This design comes from an exercise in tuning for small area, a short achievable clock period and few clock cycles per item on the open sky130 flow, not from production work.
RTL that was checked went through simulation tests only; none was proved equivalent to the original.
The RTL of run 1 was laid out without a check of its function.

==> flow/design.v (outline; a module is shown in full before it is edited, if it fits) <==
// module cordic_park_engine: 2420 lines
module cordic_park_engine #(
  parameter int WIDTH       = 16,
  parameter int ANGLE_WIDTH = 16,
  parameter int ITERATIONS  = 14,
  parameter int GUARD_BITS  = 3,
  parameter int GAIN_BITS   = 15,
  parameter int TAG_WIDTH   = 2
) (
  input  logic                          clk,
  input  logic                          rst,
  input  logic                          in_valid,
  output logic                          in_ready,
  input  logic                          mode,
  input  logic signed [WIDTH-1:0]       in_x,
  input  logic signed [WIDTH-1:0]       in_y,
  input  logic [ANGLE_WIDTH-1:0]        angle,
  input  logic [TAG_WIDTH-1:0]          in_tag,
  output logic                          out_valid,
  input  logic                          out_ready,
  output logic signed [WIDTH-1:0]       out_x,
  output logic signed [WIDTH-1:0]       out_y,
  output logic [TAG_WIDTH-1:0]          out_tag,
  output logic                          busy
);
  // ...
==> flow/run.sh <==
#!/bin/bash
# synth_recipe.tcl (not shown) runs the flow's synth.tcl, then flattens the netlist and writes it again
# the make line also repeats each setting of config.mk as NAME=value (left out here)
make -C /OpenROAD-flow-scripts/flow DESIGN_CONFIG=/design/flow/config.mk WORK_HOME=/design/flow/orfs CLKGATE_MAP_FILE= SYNTH_SCRIPT=/design/flow/synth_recipe.tcl finish
==> flow/config.mk <==
export PLATFORM = sky130hd
export DESIGN_NAME = cordic_park_engine
export DESIGN_NICKNAME = cordic_park_engine
export VERILOG_FILES = /design/flow/design.v
export SDC_FILE = /design/flow/constraint.sdc
export NUM_CORES = 4
export LEC_CHECK = 0
export ABC_CLOCK_PERIOD_IN_PS = 5000
export CAP_MARGIN = 20
export CORE_MARGIN = 2
export CORE_UTILIZATION = 60
export CTS_BUF_LIST = sky130_fd_sc_hd__clkbuf_4 sky130_fd_sc_hd__clkbuf_8
export CTS_CLUSTER_DIAMETER = 50
export CTS_CLUSTER_SIZE = 20
export PLACE_DENSITY = 0.72
export SETUP_SLACK_MARGIN = 5
export SLEW_MARGIN = 20
==> flow/constraint.sdc <==
create_clock -name core_clock -period 10.0 [get_ports {clk}]
set_input_delay 2.0000 -clock core_clock [delete_from_list [all_inputs] [get_ports {clk}]]
set_output_delay 2.0000 -clock core_clock [all_outputs]
set_load 0.01 [all_outputs]
==> impl_results.md, run 1 <==
- Most common cell on crit path: buf_6
- Final Hold Viols: 0
- Critical-path maximum fanout: 7
- Slew Viols, Final: 0
- RSZ-0062 raised after global routing: yes
- Post-synth top cells: inv_1, fa_1, ha_1, xnor2_1, edfxtp_1
- Non-clk buf share: 0.03686
- Largest cell class: multi-input combinational cells
- Register bit total from synthesis: 483
- First-pass GRT wire length: 193300 um
- Area share of the largest cell type after synthesis: 0.2574
- Sequential cell area share: 0.2350
- CORE AREA: 91520 sq um
- Routed wl met3: 4336 um
- Max cap viols: 0
- Commonest non-fill, non-tap cell in the layout: inv_1
- DR vias: 37680
- DRT antenna net count: 0
- Hold depth: 0
- Post-route insts no fill: 6800
- Multi-input gates: 3748
- Die area: 94600 sq um
- Worst-path clk slew: 0.11 ns
- Metal-1 WL: 47980 um
- Seq/Total Area, Yosys: 0.2615
- Initial Util: 0.6041
- Post-Syn Area per Cell: 10.36 sq um
- Hold WS: 0.4216 ns
- Post-CTS setup buffer count: 45
- Status: finished clean
==> run 2, diff against run 1 <==
--- a/flow/design.v
+++ b/flow/design.v
@@ -43,39 +43,48 @@
   assign p1  = phi[13];
   assign t1  = p1 ? (z1 >= 14'sd4836) : (z1 >= -14'sd4836);
   assign nx1 = phi[15] ^ phi[14];
   assign ny1 = phi[15];
   logic signed [16:0] s0_q, d0_q;
   logic               q0_q;
   logic [7:0]         n0_q;
   logic signed [13:0] z0_q;
+  logic               t0_q;
   always_ff @(posedge clk) begin
     if (en) begin
       s0_q <= 17'(in_x) + 17'(in_y);
       d0_q <= 17'(in_x) - 17'(in_y);
       q0_q <= phi[14];
       n0_q <= {~(p1 ^ t1 ^ ny1), ~t1 ^ nx1, ~p1 ^ nx1, ny1,
                ~(p1 ^ t1 ^ nx1), t1 ^ ny1, p1 ^ ny1, nx1};
       z0_q <= z1;
+      t0_q <= t1;
     end
   end
   wire signed [16:0] px1 = q0_q ? s0_q : d0_q;
   wire signed [16:0] py1 = q0_q ? d0_q : s0_q;
   wire               nxa = n0_q[0];
   wire               nxb = n0_q[1];
   wire               nxc = n0_q[2];
   wire               nxd = n0_q[3];
   wire               nya = n0_q[4];
   wire               nyb = n0_q[5];
   wire               nyc = n0_q[6];
   wire               nyd = n0_q[7];
-  wire signed [13:0] z2  = z0_q + (~z0_q[13] ? -14'sd4836 : 14'sd4836);
-  wire               t1s = ~z2[13];
-  wire signed [13:0] z3  = z2 + (t1s ? -14'sd2555 : 14'sd2555);
+  logic signed [13:0] c3, z3;
+  always_comb begin
+    case ({~z0_q[13], t0_q})
+      2'b11:   c3 = -14'sd7391;
+      2'b10:   c3 = -14'sd2281;
+      2'b01:   c3 = 14'sd2281;
+      default: c3 = 14'sd7391;
+    endcase
+  end
+  assign z3 = z0_q + c3;
   wire               p3  = ~z3[13];
   wire signed [13:0] z4  = z3 + (p3 ? -14'sd1297 : 14'sd1297);
   wire s_1 = nxa ^ (px1[0] ^ nxa);
   wire c_2 = nxa & (px1[0] ^ nxa);
   wire s_3 = (px1[1] ^ nxa) ^ (py1[2] ^ nxb);
   wire c_4 = (px1[1] ^ nxa) & (py1[2] ^ nxb);
   wire s_5 = (px1[2] ^ nxa) ^ (py1[3] ^ nxb);
   wire c_6 = (px1[2] ^ nxa) & (py1[3] ^ nxb);
==> run 2 against run 1 <==
Clock skew shrank 0.0050 ns. Still clean on timing, DRC and antenna. Utilization is 0.54 points lower. Hold slack worse by 0.0049 ns. Count of clock-buffer cells in the layout decreased by 1. Setup slack improved by 0.57 ns. Non-clock buffer count down 30. Synthesized cell count shrank 1.2%. Routed wire length shrank 3.3%. Final area fell by 2.1%. Synthesized area is 0.71% lower. Final cell count fell by 1.5%.
==> impl_results.md, run 2 <==
- Measured slew at the worst slew-check pin: 1.077 ns
- Die area: 93940 sq um (-0.70%)
- Area share of the largest cell type after synthesis: 0.2598 (+0.002389)
- Dpl cell area: 57200 sq um
- CP required: 8.00 ns
- DR vias: 36590 (-2.9%)
- CTS Root Buffer Type: clkbuf_8
- Seq/Total Area, Yosys: 0.2639 (+0.002418)
- Initial Util: 0.6081 (+0.003929)
- Synth area leaders: edfxtp_1, fa_1, ha_1
- Residual DRC: 0
- Final setup viols: 0
- Fillers: 7058
- Worst-path clk slew: 0.07 ns (-0.04 ns)
- Antenna violations before repair: 1
- Fmax: 206.9 MHz
- Most frequent cells in the layout: inv_1, fa_1, ha_1, xnor2_1, edfxtp_1
- Drt via density: 5.465
- Net Count, Synth: 6481
- Register bit total from synthesis: 484 (+0.21%)
- FF+latch area: 14490 sq um
- CTS H-tree depth: 3
- RSZ-0062 raised after global routing: yes
- Final Cycle Share: 0.4833
- Maximum root-to-sink buffer count: 3
- Top cell type by total area after synthesis: edfxtp_1
- First-pass GRT wire length: 188300 um (-2.6%)
- Slew Viols, Final: 0 (unchanged)
- Setup slack, reg-to-reg: 5.17 ns
- Synth cell types: 84
- Drt initial violations: 1908
- Port buffer count: 91
- CTS Hold Bufs: 0
- Area Growth Syn to Fin: 9.693%
- Worst-Skew Late Latency: 0.73 ns
- Worst path max stage delay: 0.50 ns
- Top_reg_cell synth: edfxtp_1
- Final Hold Viols: 0 (unchanged)
- Post-route insts no fill: 6695 (-1.5%)
- Number of CTS-inserted buffers: 72
- Num rows: 110
- Final Skew: 0.04991 ns
- Routed len/inst: 17.30 um
- Startpoint Class: input port
- Post-synth top cells: inv_1, fa_1, ha_1, xnor2_1, edfxtp_1
- Total Routing Usage GR: 0.2496
- Dpl cells: 6479
- CORE AREA: 90290 sq um (-1.4%)
- Final setup margin: 5.167 ns
- IO Pins: 92
- Synthesized instance count: 5275
- Status: finished clean
- CTS tree: built
- Die width: 306.5 um
- Largest net degree at the start of global routing: 87
- Data arrival time of the critical path: 2.83 ns
- Max-slew headroom: 0.2819
- Pre-CTS setup slack: 4.012 ns
- GP Congestion: 0.8863
- Vias in the first global route: 37370
- Post-Syn Area per Cell: 10.41 sq um (+0.46%)
- Die Ht: 306.5 um
- Multi-input gate area: 36910 sq um
- Hpwl dp: 91560 um
- Commonest non-fill, non-tap cell in the layout: inv_1
- DRT antenna net count: 0 (unchanged)
- Yosys warnings: 2
- Critical-path cell list: clkdlybuf4s50_1 > inv_4 > and2_4 > dlymetal6s2s_1
- Post-Synthesis Cell Area: 54900 sq um
- Drt first pass iters: 7
- Clk sinks: 484
- Critical-path maximum fanout: 2 (-5)
- Synth async-reset ratio: 0.01860
- Shortest period the worst path allows: 4.833 ns
- Type of the worst setup path: in2out
- Crit. End Element: primary output
- Final wirelength: 115800 um
- Final nets: 6667
- Cell at the slowest stage of the critical path: clkdlybuf4s50_1
- Post-route setup TNS: 0 ns
- Share of cells above drive strength 1: 0.06723
- EDFF count, synth: 475
- Max cap viols: 0 (unchanged)
- Final Cell Area: 60220 sq um
- Congestion Overflow GR: 0
- Tightest Hold Check Type: reg2reg
- Cell with the most instances after synthesis: inv_1
[run 2: cell types whose count changed in the layout (fill, tap and decap cells not counted), moves of 25 or more]
cell | previous run | this run
o21ai_1 | 17 | 42
xor2_1 | 269 | 300
o21ai_0 | 133 | 103
nand3_1 | 82 | 54
a21oi_1 | 237 | 276
and3_1 | 47 | 21
[run 2: area by class of cell]
cell class / instances / area share
clock inverters: 55 / 0.008456
clock buffers: 76 / 0.01706
repair buffers: 200 / 0.03258
multi-input cells: 3680 / 0.6129
diodes: 1 / 0.00004155
inverters: 1023 / 0.06393
well taps: 1176 / 0.02443
flip-flops and latches: 484 / 0.2406
[run 2: path summary, 6_finish.rpt]
path | startpoint | endpoint | cells past startpoint
max | rst | in_ready | 4
min | t_q[1][0] | t_q[2][0] | 0
max reg2reg | p3_q | x4_q[19] | 20
min reg2reg | t_q[1][0] | t_q[2][0] | 0
max in group asynchronous | rst | v_q[7] | 3
min in group asynchronous | rst | ov_q | 3
[run 2: critical path: cells and delay by family]
kind / cells / cell delay [ns]
buffers and inverters: 3 / 0.70
and+or+nand+nor: 1 / 0.14
[run 2: through the flow]
| step | hold slack (ns) | util |
|---|---|---|
| finish | 0.4167 | 0.6670 |
| CTS | 0.4183 | 0.6551 |
| global placement | 0.4006 | 0.6336 |
| global route | 0.4257 | 0.6670 |
| detailed placement | 0.4045 | 0.6336 |
| floorplan | 0.4003 | - |
[run 2: routing by layer]
metal	GRT usage	share of wire	vias up
met3	0.02950	0.035	182
met2	0.4375	0.50	591
li1	-	-	17850
met1	0.3195	0.43	17970
met5	0	0	-
met4	0.09074	0.033	0
[run 2: repair_timing]
item | CTS | global route
pin swaps | 1 | 18
buffers inserted | 18 | 56
endpoints found under the setup margin | 206 | 51
gates cloned | 2 | 7
resized for setup | 52 | 95
[run 2: cells by family (layout without fill, tap and decap cells)]
group                      Yosys count  after routing  share of synthesized area
AOI/OAI and AO/OA                  931            931                     0.1099
xor gates and xnor gates           852            852                     0.1364
adders and majority gates         1152           1152                     0.3424
buffers and inverters             1113           1354                    0.07617
DFF                                484            484                     0.2639
muxes                               54             54                    0.01016
other                                0              1                          0
and+or+nand+nor                    689            691                    0.06110
Testbench counts of run 2, summed over its fixed seeds: cycles 2,472, items 2,400.
==> run 3, diff against run 2 <==
--- a/flow/config.mk
+++ b/flow/config.mk
@@ -8,10 +8,12 @@
 export ABC_CLOCK_PERIOD_IN_PS = 5000
 export CAP_MARGIN = 20
 export CORE_MARGIN = 2
-export CORE_UTILIZATION = 60
+export CORE_UTILIZATION = 55
 export CTS_BUF_LIST = sky130_fd_sc_hd__clkbuf_4 sky130_fd_sc_hd__clkbuf_8
 export CTS_CLUSTER_DIAMETER = 50
 export CTS_CLUSTER_SIZE = 20
-export PLACE_DENSITY = 0.72
+export GPL_ROUTABILITY_DRIVEN = 0
+export GPL_TIMING_DRIVEN = 1
+export PLACE_DENSITY = 0.68
 export SETUP_SLACK_MARGIN = 5
 export SLEW_MARGIN = 20
==> run 3 against run 2 <==
Final cell count grew 1.6%. Global-route usage shrank 1.8 points. Sequential share of layout area shrank 0.13 points. Fmax shrank 0.98%. Final area grew 0.53%. Critical path depth is the same. Via count shrank 0.17%. Synthesized cell count is the same. Count of clock-buffer cells in the layout grew 2. Synthesized area is the same.
==> impl_results.md, run 3 <==
- Status: finished clean
- Synth Area in XOR/XNOR: 0.1364 (unchanged)
- Crit. End Element: primary output
- Measured slew at the worst slew-check pin: 1.058 ns (-0.01943 ns)
- Commonest non-fill, non-tap cell in the layout: inv_1
- First-pass GRT wire length: 190400 um (+1.1%)
- Residual DRC: 0 (unchanged)
- Initial Util: 0.5562 (-0.05187)
- Startpoint Class: input port
- Most frequent cells in the layout: inv_1, fa_1, ha_1, xnor2_1, edfxtp_1
- CP required: 8.00 ns (about the same)
- Num rows: 115 (+4.5%)
- Final wirelength: 117300 um (+1.2%)
- Register bit total from synthesis: 484 (unchanged)
- Worst-path clk slew: 0.09 ns (+0.02 ns)
- Final setup viols: 0 (unchanged)
- Post-Syn Area per Cell: 10.41 sq um (unchanged)
- CTS Hold Bufs: 0 (unchanged)
- Vias in the first global route: 37930 (+1.5%)
- Post-synth top cells: inv_1, fa_1, ha_1, xnor2_1, edfxtp_1
- Antenna violations before repair: 2 (+1)
- CORE AREA: 98710 sq um (+9.3%)
- Pre-CTS setup slack: 4.007 ns (-0.005480 ns)
- Slew Viols, Final: 0 (unchanged)
- Fmax: 204.9 MHz (-0.98%)
- EDFF count, synth: 475 (unchanged)
- Routed len/inst: 17.24 um (-0.34%)
- Cell with the most instances after synthesis: inv_1
- Number of CTS-inserted buffers: 73 (+1.4%)
- Post-synthesis mux area share: 0.01016 (unchanged)
- DR vias: 36530 (-0.17%)
- Die width: 319.9 um (+4.4%)
- Largest net degree at the start of global routing: 184 (+110%)
- CTS tree: built
- Synth area leaders: edfxtp_1, fa_1, ha_1
- Maximum root-to-sink buffer count: 3 (unchanged)
- Final setup margin: 5.120 ns (-0.04764 ns)
- Synth async-reset ratio: 0.01860 (unchanged)
- Drt via density: 5.371 (-1.7%)
- Clk sinks: 484 (unchanged)
- DRT antenna net count: 0 (unchanged)
- Top cell type by total area after synthesis: edfxtp_1
- Die area: 102400 sq um (+9.0%)
- Shortest period the worst path allows: 4.880 ns (+0.04764 ns)
- Critical-path maximum fanout: 3 (+1)
- Top_reg_cell synth: edfxtp_1
- Post-route setup TNS: 0 ns (unchanged)
- Seq/Total Area, Yosys: 0.2639 (unchanged)
- Yosys warnings: 2 (unchanged)
- CTS Root Buffer Type: clkbuf_8
- Port buffer count: 91 (unchanged)
- Type of the worst setup path: in2out
- Final Cycle Share: 0.4880 (+0.004764)
- Share of cells above drive strength 1: 0.06857 (+0.001331)
- Post-synthesis adder-cell area fraction: 0.3424 (unchanged)
- Post-synthesis simple-gate area fraction: 0.06110 (unchanged)
- Congestion Overflow GR: 0 (unchanged)
- Area share of the largest cell type after synthesis: 0.2598 (unchanged)
- Max cap viols: 0 (unchanged)
- Drt initial violations: 1765 (-7.5%)
- Tightest Hold Check Type: reg2reg
- IO Pins: 92 (unchanged)
- Area Growth Syn to Fin: 10.27%
- Largest family of logic cells by synthesized area: adder cells
- Final Hold Viols: 0 (unchanged)
- Data arrival time of the critical path: 2.88 ns (+0.05 ns)
- Synth cell types: 84 (unchanged)
- Drt first pass iters: 7 (unchanged)
- Max-slew headroom: 0.2949 (+0.01295)
- Post-Synthesis Cell Area: 54900 sq um (unchanged)
- Hpwl dp: 92870 um (+1.4%)
- CTS H-tree depth: 3 (unchanged)
- Worst-Skew Late Latency: 0.73 ns (about the same)
- Final nets: 6659 (-0.12%)
- RSZ-0062 raised after global routing: no
- Net Count, Synth: 6481 (unchanged)
- Final Skew: 0.04530 ns (-0.004611 ns)
- Die Ht: 319.9 um (+4.4%)
- Synthesized instance count: 5275 (unchanged)
- Compound-cell area share of the yosys netlist: 0.1099 (unchanged)
- Total Routing Usage GR: 0.2314 (-0.01825)
run 3: cell counts after synthesis:
Identical to the previous run, type by type.
run 3: cell type report:
class	count	area, sq um
antenna	1	2.502
clock buffer	78	1055
clock inverter	57	618.1
fill	8228	38170
inverter	1023	3855
multi-input combinational	3680	37000
sequential	484	14490
tap	1287	1610
timing repair buffer	191	1907
run 3: kinds of logic (layout without fill, tap and decap cells):
| kind of cell | count (synthesis) | count (layout) |
|---|---|---|
| muxes | 54 | 54 |
| and+or+nand+nor | 689 | 691 |
| adders and majority gates | 1152 | 1152 |
| other | 0 | 1 |
| AOI/OAI and AO/OA | 931 | 931 |
| xor gates and xnor gates | 852 | 852 |
| buffers and inverters | 1113 | 1349 |
| DFF | 484 | 484 |
run 3: path summary, 6_finish.rpt:
kind                            startpoint  slack (ns)        end  depth (start not counted)
worst max-delay path             out_ready        5.12   in_ready                          4
worst min-delay path             t_q[0][1]        0.39  t_q[1][1]                          0
min in group asynchronous              rst        1.33     v_q[0]                          3
worst max register to register     z4_q[5]        5.17   y5_q[19]                         17
max in group asynchronous              rst        8.53       ov_q                          3
worst min register to register   t_q[0][1]        0.39  t_q[1][1]                          0
run 3: repair_timing:
item                                    CTS  global route
setup buffers                            11            57
gates cloned                              2             6
resized for setup                        68            93
endpoints found under the setup margin   67            53
pin swaps                                 5            20
run 3: metal layers:
metal | vias to the layer above | routed length, um | track usage
met5 | - | 0 | 0
met4 | 0 | 3784 | 0.07668
met3 | 178 | 3587 | 0.02463
met2 | 540 | 59340 | 0.4175
met1 | 18000 | 50550 | 0.2894
li1 | 17810 | - | -
run 3: stage by stage:
stage	hold slack [ns]	instance area [sq um]	utilization	instances
2_1_floorplan	0.4003	54970	-	5275
3_3_place_gp	0.4008	57350	0.5810	6589
3_5_place_dp	0.4045	57350	0.5810	6589
4_1_cts	0.3869	59480	0.6026	6737
5_1_grt	0.4003	60540	0.6133	6801
6_report	0.3860	60540	0.6133	6801
run 3: worst max-delay path: stages:
cell and delay (ns):
clkdlybuf4s15_2 0.28, nand2b_4 0.19, and2_4 0.14, dlygate4sd2_1 0.27

==> separate check: timing with driven ports <==
How much do the figures lean on ideal ports? The routed layouts below were timed once more, with nothing changed but the port constraints.
Step 1 sets driving cells, clkbuf_16 on the clock port and buf_2 on the other inputs (assumed; they add their load-dependent delay and slew).
Step 2 times the ports against the registers' clock, not the clock port: input delays grow and output delays shrink by t, the midpoint of the rising clock arrivals with the driver on.
Three values: ideal, step 1, step 2; two values: the first two.
run	t, ns	setup slack, ns	clock arrival spread, ns
run 1	0.776	4.600 / 4.600 / 4.532	0.055 / 0.055
run 2	0.766	5.167 / 5.146 / 4.538	0.055 / 0.055
run 3	0.765	5.120 / 5.099 / 4.548	0.046 / 0.046
After both steps every run listed still meets setup and hold. The setup slack of run 2, which loses most, moves by -0.021 ns with the drivers and by -0.629 ns with both steps.
